What follows belongs to an exercise in optimizing a design on an open flow for small area and a short achievable clock period; a production flow would make more cautious choices.
Only simulation tests tie the RTL to the original design; equivalence was not proved.
Power and IR drop assume default switching activity.

## frame_buf_top
module frame_buf_top
(
    input  logic              ddr_clk,
    input  logic              rst_n,
    input  logic              pix_fsync,
    input  logic              pix_valid,
    input  logic [PIX_W-1:0]  pix_data,
    input  logic              rd_fsync,
    input  logic              rd_en,
    output logic              vout_de,
    output logic [PIX_W-1:0]  vout_data,
    output logic              init_done,
    output logic              wr_overflow,
    output logic              rd_underrun,
    input  logic              axi_awready,
    input  logic              axi_wready,
    input  logic              axi_arready,
    input  logic              axi_rvalid,
    input  logic              axi_rlast,
    input  logic [WORD_W-1:0] axi_rdata,
    output logic [ADDR_W-1:0] axi_awaddr,
    output logic [ADDR_W-1:0] axi_araddr,
    output logic              axi_awvalid,
    output logic              axi_wvalid,
    output logic              axi_wlast,
    output logic              axi_arvalid,
    output logic [WORD_W-1:0] axi_wdata
);
Size: about 2600 cells after synthesis, roughly 2200 flip-flops, roughly 0.069 sq mm of cells after synthesis.
export LEC_CHECK = 0
export CAP_MARGIN = 20
export CORE_MARGIN = 2
export CORE_UTILIZATION = 65
export CTS_BUF_LIST = sky130_fd_sc_hd__clkbuf_16
export CTS_CLUSTER_DIAMETER = 80
export CTS_CLUSTER_SIZE = 32
export SETUP_SLACK_MARGIN = 3.3
export SLEW_MARGIN = 20
create_clock -name core_clock -period 5.5 [get_ports {ddr_clk}]
standard.sh (not shown) runs the stock make flow with config.mk's settings and CLKGATE_MAP_FILE= SYNTH_SCRIPT=/design/flow/synth_recipe.tcl, a recipe that flattens the netlist after the stock synthesis.
==> flow/flow/run.sh <==
#!/bin/bash
# Standard layout with two changes: the port buffers are buf_2 cells, and
# after placement each flip-flop that drives an output port is moved next to
# that port's buffer (then legalised) before clock tree synthesis.
set -euo pipefail
export BUFFER_PORTS_ARGS="-buffer_cell sky130_fd_sc_hd__buf_2"
bash standard.sh synth floorplan place > standard_place.log 2>&1
PLACE_ODB=$(pwd)/orfs/results/sky130hd/frame_buf_top/base/3_place.odb
PLACE_ODB=$PLACE_ODB openroad -no_init -exit flow/move_out_ffs.tcl > move_out_ffs.log 2>&1
bash standard.sh > standard_finish.log 2>&1
==> flow/flow/move_out_ffs.tcl <==
# Move each flip-flop that drives an output port's buffer next to that buffer,
# then legalise.  Reads and rewrites the placed design given in PLACE_ODB.
read_db $::env(PLACE_ODB)
set block [ord::get_db_block]
set moved 0
foreach bt [$block getBTerms] {
  if {[$bt getIoType] != "OUTPUT"} continue
  set net [$bt getNet]
  if {$net == "NULL"} continue
  foreach it [$net getITerms] {
    if {![$it isOutputSignal]} continue
    set buf [$it getInst]
    foreach it2 [$buf getITerms] {
      if {![$it2 isInputSignal]} continue
      set n2 [$it2 getNet]
      if {$n2 == "NULL"} continue
      foreach it3 [$n2 getITerms] {
        if {![$it3 isOutputSignal]} continue
        set ff [$it3 getInst]
        if {![string match "*df*" [[$ff getMaster] getName]]} continue
        set loc [$buf getLocation]
        $ff setLocation [lindex $loc 0] [lindex $loc 1]
        $ff setPlacementStatus PLACED
        incr moved
      }
    }
  }
}
puts "moved $moved output flip-flops"
detailed_placement
check_placement -verbose
write_db $::env(PLACE_ODB)
Edit:
--- a/flow/design.v
+++ b/flow/design.v
@@ -40,34 +40,32 @@
     logic [LINE_IDX_W-1:0] buf_line [2];                
     logic [LANE_W-1:0]     in_lane, lane_c, in_lane_n;
     logic [WORD_IDX_W-1:0] in_word, word_c;
     logic [LINE_IDX_W-1:0] in_line, line_c;
     logic                  in_buf, in_buf_n;            
     logic [1:0]            buf_full, buf_full_n;
     logic                  pix_take, word_end, line_end;
     logic                  out_buf, out_buf_n;          
     logic                  wr_bank;
     logic                  sending, sending_n;          
     logic                  lane0_q;                     
-    logic                  last_q;                      
-    logic [WORD_IDX_W-1:0] in_word_n;
     logic [1:0]            fill_q, fill_n;              
     logic [1:0]            send_q, send_n;              
     logic                  beat;
     logic [1:0]            shift;
     assign lane_c   = pix_fsync ? '0 : in_lane;         
     assign word_c   = pix_fsync ? '0 : in_word;
     assign line_c   = pix_fsync ? '0 : in_line;
     assign pix_take = pix_valid && !(&buf_full);        
     assign word_end = pix_take && (lane_c == LANE_W'(PIX_PER_WORD - 1));
-    assign line_end = pix_take && !pix_fsync && last_q;  
+    assign line_end = word_end && (word_c == WORD_IDX_W'(BURST_WORDS - 1));
     assign beat     = axi_wready && sending;
     for (genvar b = 0; b < 2; b++)
     begin : g_shift
         assign shift[b] = (pix_valid && fill_q[b] && (pix_fsync || lane0_q))
                        || (axi_wready && send_q[b]);
     end
     always_ff @(posedge ddr_clk)
     begin
         for (int b = 0; b < 2; b++)
         begin
             if (shift[b])
@@ -77,23 +75,22 @@
                 if (pix_valid && fill_q[b]
                     && (pix_fsync ? (l == 0) : (in_lane == l[LANE_W-1:0])))
                     chain[b][BURST_WORDS-1][l*PIX_W +: PIX_W] <= pix_data;
         end
         if (line_end)
             buf_line[in_buf] <= line_c;                 
         wr_data <= chain[out_buf][beat ? 1 : 0];
     end
     always_comb
     begin
         in_lane_n  = pix_take ? lane_c + 1'b1 : in_lane;
-        in_word_n  = pix_take ? (word_end ? word_c + 1'b1 : word_c) : in_word;
         buf_full_n = buf_full;
         if (line_end)
             buf_full_n[in_buf] = 1'b1;                  
         if (wr_done)
             buf_full_n[out_buf] = 1'b0;
         in_buf_n   = in_buf ^ line_end;
         out_buf_n  = out_buf ^ wr_done;
         sending_n  = wr_start || (sending && !wr_done);
         for (int b = 0; b < 2; b++)
         begin
             fill_n[b] = !(&buf_full_n) && (in_buf_n == b[0]);
@@ -106,37 +103,36 @@
         begin
             in_lane     <= '0;
             in_word     <= '0;
             in_line     <= '0;
             in_buf      <= 1'b0;
             buf_full    <= 2'b00;
             out_buf     <= 1'b0;
             wr_bank     <= 1'b0;
             wr_overflow <= 1'b0;
             sending     <= 1'b0;
             lane0_q     <= 1'b1;
-            last_q      <= 1'b0;
             fill_q      <= 2'b01;
             send_q      <= 2'b00;
         end
         else
         begin
             if (pix_valid && (&buf_full))
                 wr_overflow <= 1'b1;                    
             if (pix_take)
+            begin
+                in_word <= word_end ? word_c + 1'b1 : word_c;
                 in_line <= line_end ? line_c + 1'b1 : line_c;
+            end
             in_lane  <= in_lane_n;
-            in_word  <= in_word_n;
             lane0_q  <= (in_lane_n == '0);
-            last_q   <= (in_lane_n == LANE_W'(PIX_PER_WORD - 1))
-                        && (in_word_n == WORD_IDX_W'(BURST_WORDS - 1));
             buf_full <= buf_full_n;
             in_buf   <= in_buf_n;
             out_buf  <= out_buf_n;
             sending  <= sending_n;
             fill_q   <= fill_n;
             send_q   <= send_n;
             if (frame_done)
                 wr_bank <= ~wr_bank;                    
         end
     end
     assign wr_req     = buf_full[out_buf] && !wr_busy;
@@ -336,48 +332,36 @@
     logic                  last_beat;                   
     logic                  idle;
     logic                  grant_wr;
     logic                  grant_rd;
     assign idle     = (state == 4'd0);
     assign grant_wr = idle && wr_req && (!rd_req || !last_wr);
     assign grant_rd = idle && rd_req && !grant_wr;
     assign wr_ready = grant_wr;
     assign rd_ready = grant_rd;
     assign wr_busy  = state[ST_WADDR] || state[ST_WDATA];
     assign rd_busy  = state[ST_RADDR] || state[ST_RDATA];
-    logic [2:0]            vld_q;
-    assign axi_awvalid = vld_q[0];
-    assign axi_wvalid  = vld_q[1];
-    assign axi_arvalid = vld_q[2];
+    assign axi_awvalid = state[ST_WADDR];
+    assign axi_arvalid = state[ST_RADDR];
+    assign axi_wvalid  = state[ST_WDATA];
     assign axi_wlast   = last_beat;                     
     assign wr_start    = state[ST_WADDR] && axi_awready;
     assign wr_data_re  = state[ST_WDATA] && axi_wready;
     assign wr_done     = wr_data_re && last_beat;
     assign rd_data_en  = state[ST_RDATA] && axi_rvalid;
     assign rd_done     = rd_data_en && axi_rlast;
     always_ff @(posedge ddr_clk)
         aw_addr <= wr_addr;
     always_ff @(posedge ddr_clk)
     begin
         if (!rst_n)
-            vld_q <= '0;
-        else
-        begin
-            vld_q[0] <= grant_wr || (state[ST_WADDR] && !axi_awready);
-            vld_q[1] <= (state[ST_WADDR] && axi_awready) || (state[ST_WDATA] && !wr_done);
-            vld_q[2] <= grant_rd || (state[ST_RADDR] && !axi_arready);
-        end
-    end
-    always_ff @(posedge ddr_clk)
-    begin
-        if (!rst_n)
             ar_addr <= '0;
         else if (grant_rd)
             ar_addr <= rd_addr;
     end
     always_ff @(posedge ddr_clk)
     begin
         if (!rst_n)
         begin
             state   <= 4'd0;
             beat      <= '0;
             last_beat <= 1'b0;
What happened: The changed run completed without violations. First-iteration DRC count increases by a few percent. Setup slack gets worse by 0.0076 ns. Total power hardly moves. Fmax decreases slightly. Global-route usage increases by 0.74 points. Final area is about the same. Count of clock-buffer cells in the layout is unchanged. Critical path depth decreases by 4. Die area stays flat. Synthesized cell count decreases slightly. Non-clock buffer count increases by 10. Hold slack gets worse by 0.017 ns.

[what the ideal ports hide]
In the flow no input, the clock included, has a driving cell. The finished layouts below were timed again as built, in two steps.
Step 1 (the two cells are an assumption about what drives the block):
set clk [get_ports {ddr_clk}]
set_driving_cell -lib_cell sky130_fd_sc_hd__clkbuf_16 $clk
set_driving_cell -lib_cell sky130_fd_sc_hd__buf_2 [delete_from_list [all_inputs] $clk]
Step 2 times the ports against the registers' clock, not the clock port: input delays grow and output delays shrink by t, the midpoint of the rising clock arrivals with the driver on.
a / b / c = ideal ports / drivers / drivers and shift; a / b = the first two.
run	t (ns)	setup WS [ns]	latest minus earliest clock arrival (ns)	pins driven straight from the clock port
the first run	0.736	3.249 / 3.199 / 2.558	0.028 / 0.029	1
the second run	0.741	3.241 / 3.170 / 2.619	0.024 / 0.024	1
After both steps setup and hold are still met in every run listed. The setup slack of the first run, which loses most, moves by -0.050 ns with the drivers and by -0.691 ns with both steps.
